What follows belongs to an exercise in optimizing a design on an open flow for small area and a short achievable clock period; a production flow would make more cautious choices.
Only simulation tests tie the RTL to the original design; equivalence was not proved.
Power is estimated from default activity; no workload was simulated.

Design multi_line_buffer, start of the top module:
module multi_line_buffer
#(
   parameter int unsigned FLUX       = 2,
   parameter int unsigned DATA_WIDTH = 18,
   parameter int unsigned SIZE_WIDTH = 7,
   parameter int unsigned LINE_DEPTH = 64,
   parameter int unsigned TAPS       = 3,
   parameter int unsigned PAD_MODE   = mulfwd_pkg::PAD_ZERO,
   localparam int unsigned TAG_WIDTH = mulfwd_pkg::tag_width(FLUX)
) (
   input  logic                                      clk,
   input  logic                                      rst,
   input  logic [FLUX-1:0][TAG_WIDTH+DATA_WIDTH-1:0] read_port_in_pel_dout,
   input  logic [FLUX-1:0]                           read_port_in_pel_empty,
   output logic [FLUX-1:0]                           read_port_in_pel_read,
   input  logic [FLUX-1:0][TAG_WIDTH+SIZE_WIDTH-1:0] read_port_ext_size_dout,
   input  logic [FLUX-1:0]                           read_port_ext_size_empty,
   output logic [FLUX-1:0]                           read_port_ext_size_read,
   input  logic [FLUX-1:0][TAG_WIDTH+SIZE_WIDTH-1:0] read_port_real_size_dout,
   input  logic [FLUX-1:0]                           read_port_real_size_empty,
   output logic [FLUX-1:0]                           read_port_real_size_read,
   output logic [TAG_WIDTH+TAPS*DATA_WIDTH-1:0]      write_port_out_pel_din,
   input  logic [FLUX-1:0]                           write_port_out_pel_full,
   output logic [FLUX-1:0]                           write_port_out_pel_write,
   output logic [FLUX-1:0]                           err_size
);
clock: 12.0 ns
lec_check: 0
cap_margin: 20
core_margin: 2
core_utilization: 60
cts_cluster_diameter: 100
cts_cluster_size: 25
slew_margin: 20
synth_hierarchical: 1
synth_memory_max_bits: 8192
synth_minimum_keep_size: 0
standard.sh (not shown) runs the stock make flow with config.mk's settings and CLKGATE_MAP_FILE= SYNTH_SCRIPT=/design/flow/synth_recipe.tcl, a recipe that flattens the netlist after the stock synthesis.
==> flow/flow/run.sh <==
#!/bin/bash
# The standard layout (standard synthesis, floorplan, placement, CTS,
# routing) with two changes to how ORFS repairs it:
#  - repair_timing keeps improving setup slack up to 7 ns instead of
#    stopping once slack is positive (the SDC, the clock period and the IO
#    delays are the standard flow's own, unchanged);
#  - antenna repair after detailed routing may run more iterations.
set -euo pipefail
bash standard.sh SETUP_SLACK_MARGIN=7 MAX_REPAIR_ANTENNAS_ITER_DRT=12 finish > flow_make.log 2>&1
Next try:
CORE_UTILIZATION = 68   (was 60)
Outcome: Critical path depth decreases by 4. Global-route usage came out higher by 3.4 points. Synthesized area stays the same. Worst setup slack degrades by 0.025 ns. Power drops by about 0.34%. Sequential power barely changes. Fmax came out lower by about 0.4%. Via count is higher by 0.55%. Sequential share of layout area rises by 0.31 points. Utilization grows by 8.2 points.
Next try:
==> flow/flow/run.sh (replaced) <==
#!/bin/bash
# The standard layout (standard synthesis, floorplan, placement, CTS,
# routing) with three changes to how ORFS repairs it:
#  - repair_timing keeps improving setup slack up to 7 ns instead of
#    stopping once slack is positive (the SDC, the clock period and the IO
#    delays are the standard flow's own, unchanged);
#  - the resizer may swap a cell for a stronger one of another footprint
#    (the platform's config limits it to cells of the same footprint);
#  - antenna repair after detailed routing may run more iterations.
set -euo pipefail
bash standard.sh SETUP_SLACK_MARGIN=7 MATCH_CELL_FOOTPRINT=0 MAX_REPAIR_ANTENNAS_ITER_DRT=12 finish > flow_make.log 2>&1
CORE_UTILIZATION = 60   (was 68)
Core utilization is lower by 8.2 points.
Setup slack loses 0.015 ns.
Final area is higher by 0.38%.
Clock power went up by about 2%.
Die area grows by about 13%.
Count of clock-buffer cells in the layout goes up by 4.
Sequential share of layout area decreases by 0.30 points.
Maximum frequency is about the same.
Flip-flop and latch count is unchanged.
Hold slack is about the same.
Global-route usage shrinks by 3.4 points.

* * *

== alpha ==
Another version of the RTL of multi_line_buffer (not shown whole).
Size: roughly 7700 cells after synthesis.
==> flow/config.mk <==
export PLATFORM = sky130hd
export DESIGN_NAME = multi_line_buffer
export DESIGN_NICKNAME = multi_line_buffer
export VERILOG_FILES = /design/flow/design.v
export SDC_FILE = /design/flow/constraint.sdc
export NUM_CORES = 4
export LEC_CHECK = 0
export CAP_MARGIN = 20
export CORE_MARGIN = 2
export CORE_UTILIZATION = 60
export CTS_CLUSTER_DIAMETER = 100
export CTS_CLUSTER_SIZE = 25
export SLEW_MARGIN = 20
export SYNTH_HIERARCHICAL = 1
export SYNTH_MEMORY_MAX_BITS = 8192
export SYNTH_MINIMUM_KEEP_SIZE = 0
==> flow/constraint.sdc <==
create_clock -name core_clock -period 12.0 [get_ports {clk}]
set_input_delay 2.4000 -clock core_clock [delete_from_list [all_inputs] [get_ports {clk}]]
set_output_delay 2.4000 -clock core_clock [all_outputs]
set_load 0.01 [all_outputs]
==> flow/flow/run.sh <==
#!/bin/bash
# The standard layout (standard synthesis, floorplan, placement, CTS,
# routing) with three changes to how ORFS repairs it:
#  - repair_timing keeps improving setup slack up to 7 ns instead of
#    stopping once slack is positive (the SDC, the clock period and the IO
#    delays are the standard flow's own, unchanged);
#  - the resizer may swap a cell for a stronger one of another footprint
#    (the platform's config limits it to cells of the same footprint);
#  - antenna repair after detailed routing may run more iterations.
set -euo pipefail
bash standard.sh SETUP_SLACK_MARGIN=7 MATCH_CELL_FOOTPRINT=0 MAX_REPAIR_ANTENNAS_ITER_DRT=12 finish > flow_make.log 2>&1
alpha ran to completion and came out clean on the timing, design-rule and antenna checks.
#### Input delta (beta over alpha)
==> flow/flow/run.sh <==
#!/bin/bash
# The standard layout (standard synthesis, floorplan, placement, CTS,
# routing) with two changes to how ORFS repairs it:
#  - repair_timing keeps improving setup slack up to 7 ns instead of
#    stopping once slack is positive (the SDC, the clock period and the IO
#    delays are the standard flow's own, unchanged);
#  - antenna repair after detailed routing may run more iterations.
set -euo pipefail
bash standard.sh SETUP_SLACK_MARGIN=7 MAX_REPAIR_ANTENNAS_ITER_DRT=12 finish > flow_make.log 2>&1
Results
alpha has completed all stages; timing, DRC and antenna checks passed. beta finished every step from synthesis to the final layout, and the layout passed the timing, design-rule and antenna checks. Summary: final critical-path setup slack, beta better than alpha. beta against alpha: number of placed cells counting well taps was more or less identical, number of clock-tree buffers in the layout went up by about 5.4%. Post-synthesis to final-layout area growth: alpha vs beta, no meaningful difference. | total design power | beta vs alpha | ≈ equal |. Between beta and alpha, the combinational group share of total power figures differ only marginally. Aggregate global-route resource usage essentially unchanged between alpha and beta.

-- port drivers added, routing unchanged --
Ports are ideal in the flow. The routed layouts listed here were re-timed in OpenROAD. Step 1, drivers: a clkbuf_16 drives clk and a buf_2 each remaining input, both assumed. Step 2 times the ports against the registers' clock, not the clock port: input delays grow and output delays shrink by t, the midpoint of the rising clock arrivals with the driver on. a / b / c = no drivers / after step 1 / after step 2; a / b = the first two.
run | shift t [ns] | setup slack, ns | clock arrival spread, ns
the first run of note 1 | 1.042 | 5.916 / 5.853 / 5.757 | 0.041 / 0.041
the second run of note 1 | 1.026 | 5.892 / 5.844 / 5.844 | 0.050 / 0.050
the third run of note 1 | 1.034 | 5.877 / 5.814 / 5.814 | 0.039 / 0.039
alpha | 1.040 | 5.649 / 5.587 / 5.587 | 0.037 / 0.038
beta | 1.038 | 5.691 / 5.645 / 5.645 | 0.042 / 0.043
After both steps every run listed still meets setup and hold. For the first run of note 1, which loses most, drivers alone change the setup slack by -0.063 ns; drivers and shift together by -0.159 ns.
